What follows belongs to an exercise in optimizing a design on an open flow for small area, a short achievable clock period and few clock cycles per item; a production flow would make more cautious choices.
Function was checked by simulation only, so behaviour that the tests miss may differ from the original.

// exp_frame_top
module exp_frame_top
(
    input  logic        clock_i,
    input  logic        reset_n_i,
    input  logic [15:0] sample_i,
    input  logic        sample_valid_i,
    input  logic        frame_done_i,
    input  logic        m_axis_ready_i,
    output logic        m_axis_valid_o,
    output logic        m_axis_last_o,
    output logic [31:0] m_axis_data_o
);
    logic        lo_zero;
    logic        too_big;
    logic [11:0] in_idx;
    assign lo_zero = (sample_i[11:0] == 12'd0);
    assign too_big = lo_zero ? (sample_i[14:12] != 3'd0) : (sample_i[14:12] != 3'd7);
    assign in_idx  = too_big ? 12'd1 : sample_i[11:0];
    logic [11:0] head_q;
    logic        head_v;
    logic [11:0] buf_q [8];
    logic [2:0]  wr_ptr;
    logic [2:0]  rd_ptr;
    logic [3:0]  buf_cnt;
    logic        done_q;             
    logic        buf_empty;
    logic        out_free;
    logic        head_last;
    logic        load_out;
    logic        buf_push;
    logic        buf_pop;
    assign buf_empty = (buf_cnt == 4'd0);
    assign out_free  = !m_axis_valid_o || m_axis_ready_i;
    assign head_last = buf_empty && !sample_valid_i && (done_q || frame_done_i);
    assign load_out  = out_free && head_v &&
                       (!buf_empty || sample_valid_i || done_q || frame_done_i);
    assign buf_pop   = load_out && !buf_empty;
    assign buf_push  = sample_valid_i && head_v && !(load_out && buf_empty);
    always_ff @(posedge clock_i)
    begin
        if (buf_push)
            buf_q[wr_ptr] <= in_idx;
        if (!head_v || load_out)
            head_q <= buf_empty ? in_idx : buf_q[rd_ptr];
    end
    always_ff @(posedge clock_i)
    begin
        if (!reset_n_i)
  ...
Size in the first run: ~2,500 cells after synthesis.
clock: 8.0 ns
lec_check: 0
cap_margin: 20
core_margin: 2
core_utilization: 30
place_density: 0.45
setup_slack_margin: 5
slew_margin: 20
standard.sh (not shown) runs the stock make flow with config.mk's settings and CLKGATE_MAP_FILE= SYNTH_SCRIPT=/design/flow/synth_recipe.tcl, a recipe that flattens the netlist after the stock synthesis.
==> flow/flow/run.sh <==
#!/bin/bash
# Own layout flow: the standard synthesis, then its combinational logic
# re-mapped by ABC for area (registers untouched), then the standard
# layout steps on that netlist. Each tool's output goes to its own log here.
set -euo pipefail
here=$(pwd)
R=$here/orfs/results/sky130hd/exp_frame_top/base
LIB=$FLOW_HOME/platforms/sky130hd/lib/sky130_fd_sc_hd__tt_025C_1v80.lib
YOSYS=$(command -v yosys || echo /OpenROAD-flow-scripts/tools/install/yosys/bin/yosys)

# 1. standard synthesis
bash standard.sh synth > synth.log 2>&1

# 2. re-map the combinational logic
python3 flow/comb_cells.py "$LIB" > comb_cells.v 2> comb_cells.log
cp "$R/1_2_yosys.v" synth_std.v
sed -e "s#@LIB@#$LIB#g" -e "s#@IN@#synth_std.v#" -e "s#@OUT@#synth_remap.v#" \
    -e "s#@ABC@#$here/flow/remap.abc#" -e "s#@TOP@#$FLOW_TOP#" flow/remap.ys > remap.ys
"$YOSYS" -l remap.log -q remap.ys > /dev/null 2>&1
sleep 1
cp synth_remap.v "$R/1_2_yosys.v"
rm -f "$R/1_synth.odb" "$R/1_synth.sdc"

# 3. standard layout from the re-mapped netlist
bash standard.sh finish > layout.log 2>&1
==> flow/flow/remap.abc <==
strash
balance; rewrite; refactor; balance; rewrite; rewrite -z; balance; refactor -z; rewrite -z; balance
dch -f
map -a
topo
Other scripts of this flow, unchanged in this note and not shown: flow/flow/comb_cells.py, flow/flow/remap.ys
The starting point ended with an error in global routing with GRT-0232.
Testbench counts at the start, summed over its fixed seeds: cycles 2,349, items 1,709.
Next try:
==> flow/flow/remap.abc (replaced) <==
strash
balance; rewrite; refactor; balance; rewrite; rewrite -z; balance; refactor -z; rewrite -z; balance; balance; rewrite; refactor; balance; rewrite; rewrite -z; balance; refactor -z; rewrite -z; balance; &get -n; &deepsyn -T 60; &put; dch -f; map
topo
--- a/flow/config.mk
+++ b/flow/config.mk
@@ -10,2 +10,2 @@
-export CORE_UTILIZATION = 30
-export PLACE_DENSITY = 0.45
+export CORE_UTILIZATION = 25
+export PLACE_DENSITY = 0.4
@@ -13,0 +14 @@
+export TNS_END_PERCENT = 0
- The new run produced a clean layout
- synthesized cell count came out lower by 3.5%
- area after synthesis came out lower by 2.5%

static timing again, ports no longer ideal:
Ports are ideal in the flow. The routed layout listed here was re-timed in OpenROAD.
Step 1 (the two cells are an assumption about what drives the block):
set clk [get_ports {clock_i}]
set_driving_cell -lib_cell sky130_fd_sc_hd__clkbuf_16 $clk
set_driving_cell -lib_cell sky130_fd_sc_hd__buf_2 [delete_from_list [all_inputs] $clk]
Step 2 times the ports against the registers' clock, not the clock port: input delays grow and output delays shrink by t, the midpoint of the rising clock arrivals with the driver on.
Slacks: ideal ports / drivers / drivers and shift; pairs: ideal ports / drivers.
run: the second run
shift t [ns]: 0.519
setup WS [ns]: 4.405 / 4.405 / 4.230
worst setup path after step 2: input to register
clock arrival spread, ns: 0.032 / 0.032
slew at the worst register clock pin (ns): 0.10 / 0.10
After both steps the second run still meets setup and hold. The setup slack of the second run moves by 0.000 ns with the drivers and by -0.175 ns with both steps.
